Context: an optimization exercise on an open-source flow, tuned for small area, a short achievable clock period and few clock cycles per item. The choices shown serve that exercise and are no tape-out recipe. In this exercise RTL edits were held to simulation tests only and were not proved equivalent to the original. No activity file was given, so power comes from the tool's default toggle rates.

// de1soc_top
module de1soc_top (
    input  logic        clock,
    input  logic        reset,
    input  logic [31:0] in_data,
    input  logic        in_valid,
    output logic        upstream_stall,
    output logic [31:0] out_data,
    output logic        out_valid,
    input  logic        downstream_stall
);
export LEC_CHECK = 0
export CAP_MARGIN = 20
export CORE_MARGIN = 2
export CORE_UTILIZATION = 80
export CTS_CLUSTER_DIAMETER = 70
export CTS_CLUSTER_SIZE = 25
export SLEW_MARGIN = 20
create_clock -name core_clock -period 16.0 [get_ports {clock}]
standard.sh (not shown) runs the stock make flow with config.mk's settings and CLKGATE_MAP_FILE= SYNTH_SCRIPT=/design/flow/synth_recipe.tcl, a recipe that flattens the netlist after the stock synthesis.
==> flow/flow/run.sh <==
#!/bin/bash
# The standard layout (standard.sh), except that timing repair aims for
# 11.7 ns of setup slack on the 16 ns clock (paths of about 4.3 ns) instead of 0,
# and the port buffers are buf_4 cells rather than the flow's default pick.
# The make output goes to flow_make.log; ORFS keeps each step's log under
# orfs/logs/.
set -euo pipefail
bash standard.sh SETUP_SLACK_MARGIN=11.7 'BUFFER_PORTS_ARGS=-buffer_cell sky130_fd_sc_hd__buf_4' finish > flow_make.log 2>&1
The baseline completed without violations.
Testbench counts at the start, summed over its fixed seeds: cycles 14,504, frames 512.
Change:
- CORE_UTILIZATION: 80 -> 65
Effect:
- area after synthesis stays the same
- critical path depth goes down by 16
- global-route usage falls by 15 points
- cell count rose by 3.7%
- synthesized cell count is unchanged
- core utilization came out lower by 15 points
- worst setup slack gains 100 ps
- maximum frequency climbs by 2.3%
- hold slack gets worse by 26 ps
- design area rose by 0.94%

Setup of the baseline:
de1soc_top again, from the RTL that the note above started with.
## de1soc_top
module de1soc_top (
    input  logic        clock,
    input  logic        reset,
    input  logic [31:0] in_data,
    input  logic        in_valid,
    output logic        upstream_stall,
    output logic [31:0] out_data,
    output logic        out_valid,
    input  logic        downstream_stall
);
export LEC_CHECK = 0
export CAP_MARGIN = 20
export CORE_MARGIN = 2
export CORE_UTILIZATION = 70
export CTS_CLUSTER_DIAMETER = 70
export CTS_CLUSTER_SIZE = 25
export SLEW_MARGIN = 20
create_clock -name core_clock -period 16.0 [get_ports {clock}]
==> flow/flow/run.sh <==
#!/bin/bash
# The standard layout (standard.sh), except that timing repair aims for
# 12.2 ns of setup slack on the 16 ns clock (paths of about 3.8 ns) instead of 0,
# and the port buffers are buf_4 cells rather than the flow's default pick.
# The make output goes to flow_make.log; ORFS keeps each step's log under
# orfs/logs/.
set -euo pipefail
bash standard.sh SETUP_SLACK_MARGIN=12.2 'BUFFER_PORTS_ARGS=-buffer_cell sky130_fd_sc_hd__buf_4' finish > flow_make.log 2>&1
Testbench counts of the baseline, summed over its fixed seeds: cycles 14,504, frames 512.
Inputs modified between the baseline and the candidate:
- CORE_UTILIZATION changed from 70 to 75
--- a/flow/flow/run.sh
+++ b/flow/flow/run.sh
@@ -3 +3 @@
-# 12.2 ns of setup slack on the 16 ns clock (paths of about 3.8 ns) instead of 0,
+# 11.7 ns of setup slack on the 16 ns clock (paths of about 4.3 ns) instead of 0,
@@ -8 +8 @@
-bash standard.sh SETUP_SLACK_MARGIN=12.2 'BUFFER_PORTS_ARGS=-buffer_cell sky130_fd_sc_hd__buf_4' finish > flow_make.log 2>&1
+bash standard.sh SETUP_SLACK_MARGIN=11.7 'BUFFER_PORTS_ARGS=-buffer_cell sky130_fd_sc_hd__buf_4' finish > flow_make.log 2>&1
- The worst setup slack on the baseline is in line with that on the candidate.
- | clock-pin slew on the worst setup and hold paths | the candidate vs the baseline | ≈ equal |
- For the candidate, the timing startpoint of the critical path was o_val[17]$_DFFE_PP_, unlike the baseline, where it was o_sgn$_DFFE_PP_.
- Summary of the candidate over the baseline: DRC violation count after routing was more or less identical; worst hold slack across all endpoints was more or less identical.
- Cmp the candidate and the baseline / power after layout / higher: the candidate
- Final cell area: the candidate below the baseline
- The candidate — proportion of power drawn by combinational gates 1.1 points higher, the baseline as reference
- Compared with the baseline, the candidate shows area overhead of the layout relative to synthesis lower by 2.0 points.
- On total wirelength of the detailed-routed design: between the candidate and the baseline, it ends up higher for the candidate.
- Non-clock buffering overhead in the final layout, the candidate and the baseline, lower one = the candidate.

## afterwards: timing with drivers on the ports
In the flow no input, the clock included, has a driving cell. The finished layouts below were timed again as built, in two steps. Step 1 (the two cells are an assumption about what drives the block):
set clk [get_ports {clock}]
set_driving_cell -lib_cell sky130_fd_sc_hd__clkbuf_16 $clk
set_driving_cell -lib_cell sky130_fd_sc_hd__buf_2 [delete_from_list [all_inputs] $clk]
Step 2 also shifts input and output timing later by t, the mid clock arrival at the registers, as if the neighbouring blocks saw the same clock. a / b / c = ideal ports / drivers / drivers and shift; a / b = the first two.
| run | t, ns | slack for setup (ns) | hold slack, ns | clock arrival spread, ns |
|---|---|---|---|---|
| the first run of note 1 | 0.687 | 11.427 / 11.385 / 11.177 | 0.462 / 0.462 / 0.462 | 0.068 / 0.068 |
| the second run of note 1 | 0.672 | 11.530 / 11.463 / 11.271 | 0.436 / 0.436 / 0.436 | 0.038 / 0.038 |
| the baseline | 0.675 | 11.529 / 11.463 / 11.625 | 0.462 / 0.462 / 0.462 | 0.026 / 0.026 |
| the candidate | 0.689 | 11.527 / 11.461 / 11.172 | 0.463 / 0.463 / 0.463 | 0.045 / 0.045 |
After both steps setup and hold are still met in every run listed. For the candidate, which loses most, drivers alone change the setup slack by -0.066 ns; drivers and shift together by -0.355 ns.
